Background: an optimization exercise with open tools, aiming at small area, a short achievable clock period and few clock cycles per item. Do not read the settings as production practice. In this exercise RTL edits were held to simulation tests only and were not proved equivalent to the original. Power is estimated from default activity; no workload was simulated.

## blocked_process_delay_table
module blocked_process_delay_table (
    input  logic                          clk,
    input  logic                          rst_n,
    input  logic                          in_valid,
    output logic                          in_stall,
    input  logic                          arrival_valid,
    input  logic [bpdt_pkg::ID_W-1:0]     process_id,
    input  logic [bpdt_pkg::TICK_W-1:0]   block_ticks,
    input  logic [bpdt_pkg::WAIT_W-1:0]   wait_so_far,
    output logic                          out_valid,
    input  logic                          out_stall,
    output logic                          released_valid,
    output logic [bpdt_pkg::ID_W-1:0]     released_id,
    output logic [bpdt_pkg::WAIT_W-1:0]   released_wait,
    output logic [bpdt_pkg::OCC_W-1:0]    occupancy,
    output logic                          arrival_dropped
);
clock: 6.0 ns
lec_check: 0
cap_margin: 20
core_margin: 2
core_utilization: 55
setup_slack_margin: 3.3
slew_margin: 20
tns_end_percent: 5
run.sh (not shown) runs the stock make flow with config.mk's settings and CLKGATE_MAP_FILE= SYNTH_SCRIPT=/design/flow/synth_recipe.tcl, a recipe that flattens the netlist after the stock synthesis.
Testbench counts at the start, summed over its fixed seeds: cycles 9,632, items 9,600.
==> next run, changes <==
==> flow/flow/run.sh (new file) <==
#!/bin/bash
# Own layout flow: the standard layout (standard.sh) with two changes:
#  - synthesis maps the logic with flow/abc.script (see flow/synth.tcl);
#  - the port buffers that ORFS inserts are buf_4 cells.
# Everything else, including the flow settings in config.mk, is standard.sh's.
# The whole make output goes to make.log here; ORFS keeps each step's log
# under orfs/logs.
set -euo pipefail
W=$(pwd)
sed -e "s#SYNTH_SCRIPT=[^ ]*#SYNTH_SCRIPT=$W/flow/synth.tcl#" standard.sh > own_standard.sh
grep -q "SYNTH_SCRIPT=$W/flow/synth.tcl" own_standard.sh
export OWN_ABC_SCRIPT=$W/flow/abc.script
export BUFFER_PORTS_ARGS="-buffer_cell sky130_fd_sc_hd__buf_4"
bash own_standard.sh > make.log 2>&1
test -s out/final.def
==> flow/flow/abc.script (new file) <==
strash
&get -n
&st
&dch -f
&nf {D}
&put
buffer -c
upsize {D}
dnsize {D}
==> flow/flow/synth.tcl (new file) <==
# The standard synthesis (synth_recipe.tcl), with one change: the ABC
# technology-mapping script is flow/abc.script instead of ORFS's. Flip-flops
# are mapped before ABC runs, so registers, their names and cell types are
# those of the standard synthesis.
proc synth {args} { yosys synth -nofsm -noshare {*}$args }
proc abc {args} {
  set i [lsearch -exact $args -script]
  if {$i >= 0} { lset args [expr {$i + 1}] $::env(OWN_ABC_SCRIPT) }
  yosys abc {*}$args
}
source $::env(SCRIPTS_DIR)/synth.tcl
# left out here: clear keep_hierarchy, flatten, clean up, hide names made inside functions, write 1_2_yosys.v
==> flow/standard.sh (new file) <==
#!/bin/bash
# synth_recipe.tcl (not shown) runs the flow's synth.tcl, then flattens the netlist and writes it again
# the make line also repeats each setting of config.mk as NAME=value (left out here)
make -C /OpenROAD-flow-scripts/flow DESIGN_CONFIG=/design/flow/config.mk WORK_HOME=/design/flow/orfs CLKGATE_MAP_FILE= SYNTH_SCRIPT=/design/flow/synth_recipe.tcl "${@:-finish}"
--- a/flow/config.mk
+++ b/flow/config.mk
@@ -8,6 +8,9 @@
 export CAP_MARGIN = 20
 export CORE_MARGIN = 2
-export CORE_UTILIZATION = 55
+export CORE_UTILIZATION = 60
+export CTS_BUF_LIST = sky130_fd_sc_hd__clkbuf_16
+export CTS_CLUSTER_DIAMETER = 100
+export CTS_CLUSTER_SIZE = 25
 export SETUP_SLACK_MARGIN = 3.3
 export SLEW_MARGIN = 20
-export TNS_END_PERCENT = 5
+export TNS_END_PERCENT = 20
removed: flow/run.sh
Outcome: The changed run ran to the end with no violations. Fmax came out higher by 11%. Synthesized cell count went down by 1.3%. Design area shrinks by 6.2%. Global-route usage shrinks by 13 points. Non-clock buffer count is lower by 57. Wire length decreases by 38%. Worst setup slack improved by 0.33 ns.
==> next run, changes <==
==> flow/run.sh (new file) <==
#!/bin/bash
# synth_recipe.tcl (not shown) runs the flow's synth.tcl, then flattens the netlist and writes it again
# the make line also repeats each setting of config.mk as NAME=value (left out here)
make -C /OpenROAD-flow-scripts/flow DESIGN_CONFIG=/design/flow/config.mk WORK_HOME=/design/flow/orfs CLKGATE_MAP_FILE= SYNTH_SCRIPT=/design/flow/synth_recipe.tcl finish
--- a/flow/config.mk
+++ b/flow/config.mk
@@ -8,5 +8,5 @@
 export CAP_MARGIN = 20
 export CORE_MARGIN = 2
-export CORE_UTILIZATION = 60
+export CORE_UTILIZATION = 55
 export CTS_BUF_LIST = sky130_fd_sc_hd__clkbuf_16
 export CTS_CLUSTER_DIAMETER = 100
@@ -14,3 +14,3 @@
 export SETUP_SLACK_MARGIN = 3.3
 export SLEW_MARGIN = 20
-export TNS_END_PERCENT = 20
+export TNS_END_PERCENT = 5
removed: flow/flow/run.sh
removed: flow/flow/abc.script
removed: flow/flow/synth.tcl
removed: flow/standard.sh
The changed run finished with timing, DRC and antenna clean.
Synthesized cell count is higher by 1.3%.
Cell area is higher by 1.6%.
Non-clock buffer count is higher by 31.
Utilization is lower by 5.1 points.
Area after synthesis is higher by 1.0%.
==> next run, changes <==
==> flow/flow/run.sh (new file) <==
#!/bin/bash
# Own layout flow: the standard layout (standard.sh) with two changes:
#  - synthesis maps the logic with flow/abc.script (see flow/synth.tcl);
#  - the port buffers that ORFS inserts are buf_4 cells.
# Everything else, including the flow settings in config.mk, is standard.sh's.
# The whole make output goes to make.log here; ORFS keeps each step's log
# under orfs/logs.
set -euo pipefail
W=$(pwd)
sed -e "s#SYNTH_SCRIPT=[^ ]*#SYNTH_SCRIPT=$W/flow/synth.tcl#" standard.sh > own_standard.sh
grep -q "SYNTH_SCRIPT=$W/flow/synth.tcl" own_standard.sh
export OWN_ABC_SCRIPT=$W/flow/abc.script
export BUFFER_PORTS_ARGS="-buffer_cell sky130_fd_sc_hd__buf_4"
bash own_standard.sh > make.log 2>&1
test -s out/final.def
==> flow/flow/abc.script (new file) <==
strash
&get -n
&st
&dch
&nf {D}
&put
buffer -c
upsize {D}
dnsize {D}
==> flow/flow/synth.tcl (new file) <==
# The standard synthesis (synth_recipe.tcl), with one change: the ABC
# technology-mapping script is flow/abc.script instead of ORFS's. Flip-flops
# are mapped before ABC runs, so registers, their names and cell types are
# those of the standard synthesis.
proc synth {args} { yosys synth -nofsm -noshare {*}$args }
proc abc {args} {
  set i [lsearch -exact $args -script]
  if {$i >= 0} { lset args [expr {$i + 1}] $::env(OWN_ABC_SCRIPT) }
  yosys abc {*}$args
}
source $::env(SCRIPTS_DIR)/synth.tcl
# left out here: clear keep_hierarchy, flatten, clean up, hide names made inside functions, write 1_2_yosys.v
==> flow/standard.sh (new file) <==
#!/bin/bash
# synth_recipe.tcl (not shown) runs the flow's synth.tcl, then flattens the netlist and writes it again
# the make line also repeats each setting of config.mk as NAME=value (left out here)
make -C /OpenROAD-flow-scripts/flow DESIGN_CONFIG=/design/flow/config.mk WORK_HOME=/design/flow/orfs CLKGATE_MAP_FILE= SYNTH_SCRIPT=/design/flow/synth_recipe.tcl "${@:-finish}"
removed: flow/run.sh
After rerunning: Sequential cell count stays the same; count of clock-buffer cells in the layout is unchanged; die area went down by 0.91%; power went up by 1.8%; fmax went up by 5.9%; combinational power is about the same.

## separate check: timing with driven ports
No port has a modelled driver above. Below, the same layouts with a new extraction and two added sets of constraints. Step 1 (the two cells are an assumption about what drives the block):
set clk [get_ports {clk}]
set_driving_cell -lib_cell sky130_fd_sc_hd__clkbuf_16 $clk
set_driving_cell -lib_cell sky130_fd_sc_hd__buf_2 [delete_from_list [all_inputs] $clk]
Step 2 moves the port delays by t, midway between the first and last clock arrival at a register: inputs arrive t later, outputs are due t later. That takes back most of the time a late clock gives input paths. Slacks: ideal ports / drivers / drivers and shift; pairs: ideal ports / drivers.
run | t, ns | slack for setup (ns) | worst setup path after step 2 | latest minus earliest clock arrival (ns) | slew at the worst register clock pin (ns)
the first run | 1.046 | 2.666 / 2.666 / 2.264 | input to register | 0.090 / 0.089 | 0.07 / 0.07
the second run | 0.944 | 2.992 / 2.992 / 2.804 | input to register | 0.035 / 0.035 | 0.11 / 0.11
the third run | 0.952 | 2.616 / 2.616 / 2.292 | input to register | 0.063 / 0.064 | 0.11 / 0.11
the fourth run | 0.932 | 2.803 / 2.803 / 2.497 | input to register | 0.048 / 0.048 | 0.11 / 0.11
After both steps setup and hold are still met in every run listed. For the first run, which loses most, drivers alone change the setup slack by 0.000 ns; drivers and shift together by -0.402 ns.
